From an optimization exercise on the open Yosys and OpenROAD flow, aimed at small area; shortcuts taken in it are not production practice. Where RTL was checked, it was by simulation tests only, not by an equivalence proof against the original. Only the layout flow was run in run 2; the RTL was not checked for function there.

## flow/design.v (module list and top-level ports; edited modules follow where they fit)
// module conv_mac: 29 lines
// module stream_convolver: 8422 lines
module stream_convolver (
    input  logic           clk_i,
    input  logic           rst_ni,
    input  logic           en_i,
    input  logic [15:0]    data_i,
    input  logic [5:0]     stride_i,
    input  logic [13:0]    matrix_size_i,
    input  logic [143:0]   weights_i,
    output logic [31:0]    conv_o,
    output logic           valid_conv_o,
    output logic           end_conv_o
);
  // ...
==> flow/flow/run.sh <==
#!/bin/bash
# Standard ORFS layout (the standard.sh) with these changes:
#  - Yosys's generic pre-mapping ABC pass is skipped (SYNTH_ARGS=-noabc), so
#    extract_fa finds the design's full adders in their written polarity;
#  - the buffers ABC inserted are removed at floorplan (repair_design adds
#    back what slew and capacitance need);
#  - the port buffers are the smallest buffer cell;
#  - clock tree: smaller clock buffers, no dummy loads.
set -euo pipefail
bash standard.sh \
  SYNTH_ARGS=-noabc \
  REMOVE_ABC_BUFFERS=1 \
  "BUFFER_PORTS_ARGS=-buffer_cell sky130_fd_sc_hd__buf_1" \
  "CTS_ARGS=-sink_clustering_enable -repair_clock_nets -dont_use_dummy_load -buf_list {sky130_fd_sc_hd__clkbuf_4}" \
  finish > flow_make.log 2>&1
==> flow/standard.sh <==
#!/bin/bash
# synth_recipe.tcl (not shown) runs the flow's synth.tcl, then flattens the netlist and writes it again
# the make line also repeats each setting of config.mk as NAME=value (left out here)
make -C /OpenROAD-flow-scripts/flow DESIGN_CONFIG=/design/flow/config.mk WORK_HOME=/design/flow/orfs CLKGATE_MAP_FILE= SYNTH_SCRIPT=/design/flow/synth_recipe.tcl "${@:-finish}"
==> flow/config.mk <==
export PLATFORM = sky130hd
export DESIGN_NAME = stream_convolver
export DESIGN_NICKNAME = stream_convolver
export VERILOG_FILES = /design/flow/design.v
export SDC_FILE = /design/flow/constraint.sdc
export NUM_CORES = 4
export LEC_CHECK = 0
export ABC_AREA = 1
export CAP_MARGIN = 15
export CORE_MARGIN = 2
export CORE_UTILIZATION = 65
export GPL_ROUTABILITY_DRIVEN = 0
export GPL_TIMING_DRIVEN = 0
export SLEW_MARGIN = 15
==> flow/constraint.sdc <==
create_clock -name core_clock -period 10.0 [get_ports {clk_i}]
set_input_delay 2.0000 -clock core_clock [delete_from_list [all_inputs] [get_ports {clk_i}]]
set_output_delay 2.0000 -clock core_clock [all_outputs]
set_load 0.01 [all_outputs]
==> run notes, run 1 <==
- Busiest grt layer: met2
- Max-slew violation count: 0
- Crit path buf inv count: 2
- Cell area after layout: 73500 um2
- Post-synth EDFFs: 552
- Max Used Layer: met5
- CP max-delay cell: fa_1
- Die area: 111000 um2
- Final setup TNS: 0 ps
- Worst-margin pin slew: 1250 ps
- Sequential area share after synthesis: 26.2%
- Residual DRC: 0
- Cts-stage hold buffer count: 0
- Outcome: timing/DRC/antenna clean
- Worst hold margin: 310 ps
- IO Pins: 217
- Number of multi-input logic gates: 4568
- Num sequential: 639
- R2R depth: 18
- Post-layout util: 68.5%
- Skew final: 135 ps
- Top_reg_cell synth: edfxtp_1
- Post-CTS setup buffer count: 0
- Top-count cell post-synth: fa_1
- Worst-path clk slew: 60 ps
- Clock Path Buffers: 3
- Hold-critical path depth: 0
==> run 2: changes to the inputs <==
--- a/flow/design.v
+++ b/flow/design.v
@@ -8315,22 +8315,22 @@
     assign w_b0s8 = r_ra[8] ^ r_rb[8] ^ w_b0c7;
     assign w_b0c8 = (r_ra[8] & r_rb[8]) | (w_b0c7 & (r_ra[8] ^ r_rb[8]));
     logic w_b0s9, w_b0c9;
     assign w_b0s9 = r_ra[9] ^ r_rb[9] ^ w_b0c8;
     assign w_b0c9 = (r_ra[9] & r_rb[9]) | (w_b0c8 & (r_ra[9] ^ r_rb[9]));
     logic w_b0s10, w_b0c10;
     assign w_b0s10 = r_ra[10] ^ r_rb[10] ^ w_b0c9;
     assign w_b0c10 = (r_ra[10] & r_rb[10]) | (w_b0c9 & (r_ra[10] ^ r_rb[10]));
-    logic w_b0s11, w_b0c11;
-    assign w_b0s11 = r_ra[11] ^ r_rb[11] ^ w_b0c10;
-    assign w_b0c11 = (r_ra[11] & r_rb[11]) | (w_b0c10 & (r_ra[11] ^ r_rb[11]));
+    logic w_b1s11, w_b1c11;
+    assign w_b1s11 = r_ra[11] ^ r_rb[11];
+    assign w_b1c11 = r_ra[11] & r_rb[11];
     logic w_b1s12, w_b1c12;
-    assign w_b1s12 = r_ra[12] ^ r_rb[12];
-    assign w_b1c12 = r_ra[12] & r_rb[12];
+    assign w_b1s12 = r_ra[12] ^ r_rb[12] ^ w_b1c11;
+    assign w_b1c12 = (r_ra[12] & r_rb[12]) | (w_b1c11 & (r_ra[12] ^ r_rb[12]));
     logic w_b1s13, w_b1c13;
     assign w_b1s13 = r_ra[13] ^ r_rb[13] ^ w_b1c12;
     assign w_b1c13 = (r_ra[13] & r_rb[13]) | (w_b1c12 & (r_ra[13] ^ r_rb[13]));
     logic w_b1s14, w_b1c14;
     assign w_b1s14 = r_ra[14] ^ r_rb[14] ^ w_b1c13;
     assign w_b1c14 = (r_ra[14] & r_rb[14]) | (w_b1c13 & (r_ra[14] ^ r_rb[14]));
     logic w_b1s15, w_b1c15;
     assign w_b1s15 = r_ra[15] ^ r_rb[15] ^ w_b1c14;
@@ -8348,18 +8348,20 @@
     assign w_b1s19 = r_ra[19] ^ r_rb[19] ^ w_b1c18;
     assign w_b1c19 = (r_ra[19] & r_rb[19]) | (w_b1c18 & (r_ra[19] ^ r_rb[19]));
     logic w_b1s20, w_b1c20;
     assign w_b1s20 = r_ra[20] ^ r_rb[20] ^ w_b1c19;
     assign w_b1c20 = (r_ra[20] & r_rb[20]) | (w_b1c19 & (r_ra[20] ^ r_rb[20]));
     logic w_b1s21, w_b1c21;
     assign w_b1s21 = r_ra[21] ^ r_rb[21] ^ w_b1c20;
     assign w_b1c21 = (r_ra[21] & r_rb[21]) | (w_b1c20 & (r_ra[21] ^ r_rb[21]));
+    logic w_b1t12;
+    assign w_b1t12 = w_b1s11 & w_b1s12;
     logic w_b1t13;
-    assign w_b1t13 = w_b1s12 & w_b1s13;
+    assign w_b1t13 = w_b1t12 & w_b1s13;
     logic w_b1t14;
     assign w_b1t14 = w_b1t13 & w_b1s14;
     logic w_b1t15;
     assign w_b1t15 = w_b1t14 & w_b1s15;
     logic w_b1t16;
     assign w_b1t16 = w_b1t15 & w_b1s16;
     logic w_b1t17;
     assign w_b1t17 = w_b1t16 & w_b1s17;
@@ -8367,17 +8369,17 @@
     assign w_b1t18 = w_b1t17 & w_b1s18;
     logic w_b1t19;
     assign w_b1t19 = w_b1t18 & w_b1s19;
     logic w_b1t20;
     assign w_b1t20 = w_b1t19 & w_b1s20;
     logic w_b1t21;
     assign w_b1t21 = w_b1t20 & w_b1s21;
     logic w_blkc1;
-    assign w_blkc1 = w_b1c21 | (w_b0c11 & w_b1t21);
+    assign w_blkc1 = w_b1c21 | (w_b0c10 & w_b1t21);
     logic w_b2s22, w_b2c22;
     assign w_b2s22 = r_ra[22] ^ r_rb[22];
     assign w_b2c22 = r_ra[22] & r_rb[22];
     logic w_b2s23, w_b2c23;
     assign w_b2s23 = r_ra[23] ^ r_rb[23] ^ w_b2c22;
     assign w_b2c23 = (r_ra[23] & r_rb[23]) | (w_b2c22 & (r_ra[23] ^ r_rb[23]));
     logic w_b2s24, w_b2c24;
     assign w_b2s24 = r_ra[24] ^ r_rb[24] ^ w_b2c23;
@@ -8425,27 +8427,27 @@
     assign conv_o[3] = w_b0s3;
     assign conv_o[4] = w_b0s4;
     assign conv_o[5] = w_b0s5;
     assign conv_o[6] = w_b0s6;
     assign conv_o[7] = w_b0s7;
     assign conv_o[8] = w_b0s8;
     assign conv_o[9] = w_b0s9;
     assign conv_o[10] = w_b0s10;
-    assign conv_o[11] = w_b0s11;
-    assign conv_o[12] = (w_b1s12 ^ w_b0c11);
-    assign conv_o[13] = (w_b1s13 ^ (w_b0c11 & w_b1s12));
-    assign conv_o[14] = (w_b1s14 ^ (w_b0c11 & w_b1t13));
-    assign conv_o[15] = (w_b1s15 ^ (w_b0c11 & w_b1t14));
-    assign conv_o[16] = (w_b1s16 ^ (w_b0c11 & w_b1t15));
-    assign conv_o[17] = (w_b1s17 ^ (w_b0c11 & w_b1t16));
-    assign conv_o[18] = (w_b1s18 ^ (w_b0c11 & w_b1t17));
-    assign conv_o[19] = (w_b1s19 ^ (w_b0c11 & w_b1t18));
-    assign conv_o[20] = (w_b1s20 ^ (w_b0c11 & w_b1t19));
-    assign conv_o[21] = (w_b1s21 ^ (w_b0c11 & w_b1t20));
+    assign conv_o[11] = (w_b1s11 ^ w_b0c10);
+    assign conv_o[12] = (w_b1s12 ^ (w_b0c10 & w_b1s11));
+    assign conv_o[13] = (w_b1s13 ^ (w_b0c10 & w_b1t12));
+    assign conv_o[14] = (w_b1s14 ^ (w_b0c10 & w_b1t13));
+    assign conv_o[15] = (w_b1s15 ^ (w_b0c10 & w_b1t14));
+    assign conv_o[16] = (w_b1s16 ^ (w_b0c10 & w_b1t15));
+    assign conv_o[17] = (w_b1s17 ^ (w_b0c10 & w_b1t16));
+    assign conv_o[18] = (w_b1s18 ^ (w_b0c10 & w_b1t17));
+    assign conv_o[19] = (w_b1s19 ^ (w_b0c10 & w_b1t18));
+    assign conv_o[20] = (w_b1s20 ^ (w_b0c10 & w_b1t19));
+    assign conv_o[21] = (w_b1s21 ^ (w_b0c10 & w_b1t20));
     assign conv_o[22] = (w_b2s22 ^ w_blkc1);
     assign conv_o[23] = (w_b2s23 ^ (w_blkc1 & w_b2s22));
     assign conv_o[24] = (w_b2s24 ^ (w_blkc1 & w_b2t23));
     assign conv_o[25] = (w_b2s25 ^ (w_blkc1 & w_b2t24));
     assign conv_o[26] = (w_b2s26 ^ (w_blkc1 & w_b2t25));
     assign conv_o[27] = (w_b2s27 ^ (w_blkc1 & w_b2t26));
     assign conv_o[28] = (w_b2s28 ^ (w_blkc1 & w_b2t27));
     assign conv_o[29] = (w_b2s29 ^ (w_blkc1 & w_b2t28));
--- a/flow/config.mk
+++ b/flow/config.mk
@@ -4,11 +4,10 @@
 export VERILOG_FILES = /design/flow/design.v
 export SDC_FILE = /design/flow/constraint.sdc
 export NUM_CORES = 4
 export LEC_CHECK = 0
 export ABC_AREA = 1
 export CAP_MARGIN = 15
 export CORE_MARGIN = 2
 export CORE_UTILIZATION = 65
-export GPL_ROUTABILITY_DRIVEN = 0
 export GPL_TIMING_DRIVEN = 0
 export SLEW_MARGIN = 15
==> run 2 against run 1 <==
  * Flip-flop and latch count is the same
  * Maximum frequency grew 2.1%
  * Global-route usage grew 1.4 points
  * Still clean on timing, DRC and antenna
  * Via count shrank 0.23%
  * First-iteration DRC count shrank 10%
  * Critical path type unchanged
  * Synthesized cell count shrank 0.13%
  * Sequential share of layout area shrank 0.35 points
  * Count of clock-buffer cells in the layout shrank 4
  * Worst setup slack gained 190 ps
==> run notes, run 2 <==
- FF-to-FF End: r_rb[16]$_DFF_P_ (was r_rb[20]$_DFF_P_)
- Hold Crit Endpoint: r_l1s0[3][15]$_DFFE_PP_ (was r_l1s0[1][4]$_DFFE_PP_)
- Sink Count: 639 (unchanged)
- Crit-path leading delay family: adder cells (unchanged)
- Hold_sp: r_l1s0[2][15]$_DFFE_PP_ (was r_l1s0[0][4]$_DFFE_PP_)
- Setup Viol. Count Final: 0 (unchanged)
- Layout filler cell count: 8157 (was 8251)
- Reg area: 18400 um2 (about the same)
- Syn Inst Count: 6055 (was 6063)
- Die area: 113000 um2 (was 111000 um2)
- Post-layout util: 68.3% (was 68.5%)
- Die height: 336 um (was 333 um)
- Worst-margin pin slew: 1290 ps (was 1250 ps)
- Worst-path clk slew: 60 ps (about the same)
- Post-CTS sizing: 0 (unchanged)
- Drt wl/cell: 37.7 um (was 36.4 um)
- Sequential area share after synthesis: 25.7% (was 26.2%)
- Worst Path Required: 8000 ps (about the same)
- Post-CTS setup buffer count: 0 (unchanged)
- Outcome: timing/DRC/antenna clean (unchanged)
- First-pass iteration count of the detailed router: 10 (was 14)
- Final Wtd Congestion: 1.13
- Skew final: 125 ps (was 135 ps)
- Vias in the first global route: 53400 (was 53000)
- Asr flop ratio synth: 2.97% (unchanged)
- Max Clock Freq: 108 MHz (was 105 MHz)
- Largest net degree at the start of global routing: 65 (unchanged)
- Antenna-violating nets left: 0 (unchanged)
- Arrival time worst endpoint: 7290 ps (was 7480 ps)
- Post-synthesis compound-gate area fraction: 12.1% (was 11.1%)
- Core footprint: 109000 um2 (was 107000 um2)
- R2R Setup Slk: 1630 ps (was 1520 ps)
- Synth top cells by count: 1252 x fa_1, 1199 x xor2_1, 964 x o22ai_1, 552 x edfxtp_1, 410 x nand2_1 (was 1252 x fa_1, 1219 x xor2_1, 1081 x o22ai_1, 552 x edfxtp_1, 436 x nand2_1)
- R2R Path Start: r_c2[3]$_DFFE_PP_ (was r_b2[9]$_DFFE_PP_)
- Vias/cell: 7.21 (was 7.22)
- CTS tree: yes (unchanged)
- Total of max-cap violations: 0 (unchanged)
- Layout cells sized above 1: 9.29% (was 5.56%)
- Largest family of logic cells by synthesized area: adder cells (unchanged)
- Crit end category: primary output (unchanged)
- Area of the multi-input gates: 49300 um2 (was 48200 um2)
- Area leader, netlist: fa_1 (unchanged)
- Layout overhead on the synthesized area: 4.10% (was 4.56%)
- Most frequent cells in the layout: 1252 x fa_1, 1199 x xor2_1, 964 x o22ai_1 (was 1252 x fa_1, 1219 x xor2_1, 1081 x o22ai_1)
- Most common cell after layout, fill and taps aside: fa_1 (unchanged)
- First-pass GRT wire length: 393000 um (was 382000 um)
- Post-synth EDFFs: 552 (unchanged)
- Ranking of synthesized cells by area: fa_1 35%, edfxtp_1 23%, xor2_1 15% (was fa_1 36%, edfxtp_1 24%, xor2_1 15%)
- H-tree depth: 4 (unchanged)
- Top_reg_cell synth: edfxtp_1 (unchanged)
- Grt ovf: 0 (unchanged)
- Period utilization: 92.9% (was 94.8%)
- Critical path type: register to primary output (unchanged)
- Clock Path Buffers: 3 (unchanged)
- Clk Latency, worst-skew pair: 1130 ps (was 1100 ps)
- Hold-critical path depth: 0 (unchanged)
- Vias post-DR: 53700 (was 53800)
- Biggest regs: r_l1s0 (96), r_l2s0 (96) (unchanged)
- Share of the synthesized area in the top cell type: 35.0% (was 35.7%)
- Initial antenna violation count: 6 (was 10)
- Hold crit path type: register to register (unchanged)
- Worst path cell trace: ha_1 -> fa_1 -> fa_1 -> fa_1 -> fa_1 -> fa_1 -> fa_1 -> fa_1 -> fa_1 -> fa_1 -> fa_1 -> nand4_1 -> nor2_4 -> nand4_4 -> nand2_8 -> ha_1 -> xor2_1 -> buf_1 (was ha_1 -> fa_1 -> fa_1 -> fa_1 -> fa_1 -> fa_1 -> fa_1 -> fa_1 -> fa_1 -> fa_1 -> fa_1 -> fa_1 -> nand3_2 -> nor3_4 -> inv_2 -> nor2_4 -> nand2_2 -> o21bai_4 -> ha_1 -> xor2_1 -> buf_1)
- CP startpoint kind: register (unchanged)
- Worst-path fanout max: 9 (unchanged)
- Yosys warning count: 9 (unchanged)
- Max-slew violation count: 0 (unchanged)
- Synth cell types: 51 (was 38)
- Final Net Count: 7566 (was 7579)
- R2R depth: 14 (was 18)
- Crit path buf inv count: 1 (was 2)
- CP max-delay cell: fa_1 (unchanged)
- Top-count cell post-synth: fa_1 (unchanged)
- Horiz. Die Dim: 336 um (was 333 um)
- Initial Util: 65.6% (was 65.5%)
- Slew headroom: 13.1% (was 16.9%)
- Mux cell area share after synthesis: 0.0315% (was 0.0321%)
- Max stage delay on crit path: 680 ps (was 580 ps)
- Syn Area/Cell: 11.8 um2 (was 11.6 um2)
- Adder-Cell Fraction of Synth Area: 36.8% (was 37.4%)
- CTS root buf: clkbuf_4 (unchanged)
- Unrepaired setup endpoints after global routing: no (unchanged)
- Residual DRC: 0 (unchanged)
- Detailed Place HPWL: 216000 um (was 205000 um)
- IO Pins: 217 (unchanged)
- Count of final hold-check violations: 0 (unchanged)
- Synthesized cell area: 71600 um2 (was 70300 um2)
- Crit path time final: 9290 ps (was 9480 ps)
- Cts-stage hold buffer count: 0 (unchanged)
- Post-Synth Simple-Gate Area: 4.16% (was 3.97%)
- IO Port Bufs: 204 (unchanged)
- Overall routed net length: 281000 um (was 271000 um)
- Flops & latches, synth: 639 (unchanged)
- Num rows: 121 (was 120)
- GRT Overall Usage: 50.6% (was 49.2%)
- Most used cell, CP: fa_1 (unchanged)
- Xor/xnor cell area share of the yosys netlist: 15.9% (was 16.0%)
- 1st-iter DRT viols: 8133 (was 9079)
- CTS Buf Count: 164 (was 168)
==> run 2: cell count changes after synthesis, sizes merged, moves of 2 or more <==
cell | previous run | this run
nand2 | 470 | 460
a21oi | 45 | 57
nand4 | 4 | 10
buf | 254 | 328
nand3b | 0 | 2
nor2 | 154 | 159
nand3 | 45 | 35
clkbuf | 221 | 144
inv | 371 | 363
xor2 | 1219 | 1217
==> run 2: area by class of cell <==
| cell class | count | share of cell area (%) |
|---|---|---|
| Clock buffer | 164 | 1.65 |
| Multi-Input combinational cell | 4571 | 66.2 |
| Antenna cell | 5 | 0.0168 |
| Tap cell | 1414 | 2.38 |
| Timing Repair Buffer | 283 | 3.11 |
| Sequential cell | 639 | 24.7 |
| Inverter | 373 | 1.88 |
==> run 2: worst max path at each step <==
stage | startpoint | end | slack (ps) | depth (start not counted)
after floorplan | weights_i[6] | r_rb[14]$_DFF_P_ | 2490 | 13
after global placement | en_i | w_seg_use[2]$_DFF_P_ | -19530 | 8
after detailed placement | data_i[9] | r_rb[16]$_DFF_P_ | 1000 | 14
after CTS | r_ra[0]$_DFF_P_ | conv_o[23] | 740 | 18
after global routing | r_ra[0]$_DFF_P_ | conv_o[23] | 510 | 18
final | r_ra[0]$_DFF_P_ | conv_o[23] | 710 | 18
==> run 2: kinds of logic after synthesis <==
logic type | Yosys count
compound gates | 1275
xor+xnor | 1260
fa+ha+maj | 1351
buf+inv | 845
flops | 639
mux | 2
simple gates | 683
==> run 2: metrics by stage <==
step,TNS (ps),std cells,instance area [um2],hold slack [ps],setup slack (ps)
floorplan,0,5583,69100,400,2490
global placement,-8041230,7201,71700,400,-19530
detailed placement,0,7271,73100,405,1000
CTS,0,7435,74300,322,737
global route,0,7448,74500,323,508
finish,0,7449,74500,332,710
==> run 2: per-layer routing <==
metal	share of wire, %	up-vias	global-route usage (%)
met5	0.013	-	0
li1	-	20600	-
met4	9.9	6	38.0
met2	41	4889	70.8
met1	34	27100	63.3
met3	15	1099	20.5
==> run 2: worst reg2reg max path, delay by kind of cell, from the launching register on <==
family,cells,cell delay (ps)
compound gates,1,240
xor+xnor,2,1080
simple gates,1,480
fa+ha+maj,10,5480
flops,1,890

## port drivers added, routing unchanged
The results above use ideal ports. As a check the final layouts listed here were re-extracted and re-timed, cells and wires unchanged.
Step 1, drivers: a clkbuf_16 drives clk_i and a buf_2 each remaining input, both assumed.
Step 2 also shifts input and output timing later by t, the mid clock arrival at the registers, as if the neighbouring blocks saw the same clock.
Three values: ideal, step 1, step 2; two values: the first two.
run	t, ns	setup slack, ns	latest minus earliest clock arrival (ns)
run 1	1.114	0.519 / 0.439 / 0.766	0.147 / 0.147
run 2	1.149	0.710 / 0.628 / 0.853	0.125 / 0.125
After both steps every run listed still meets setup and hold.
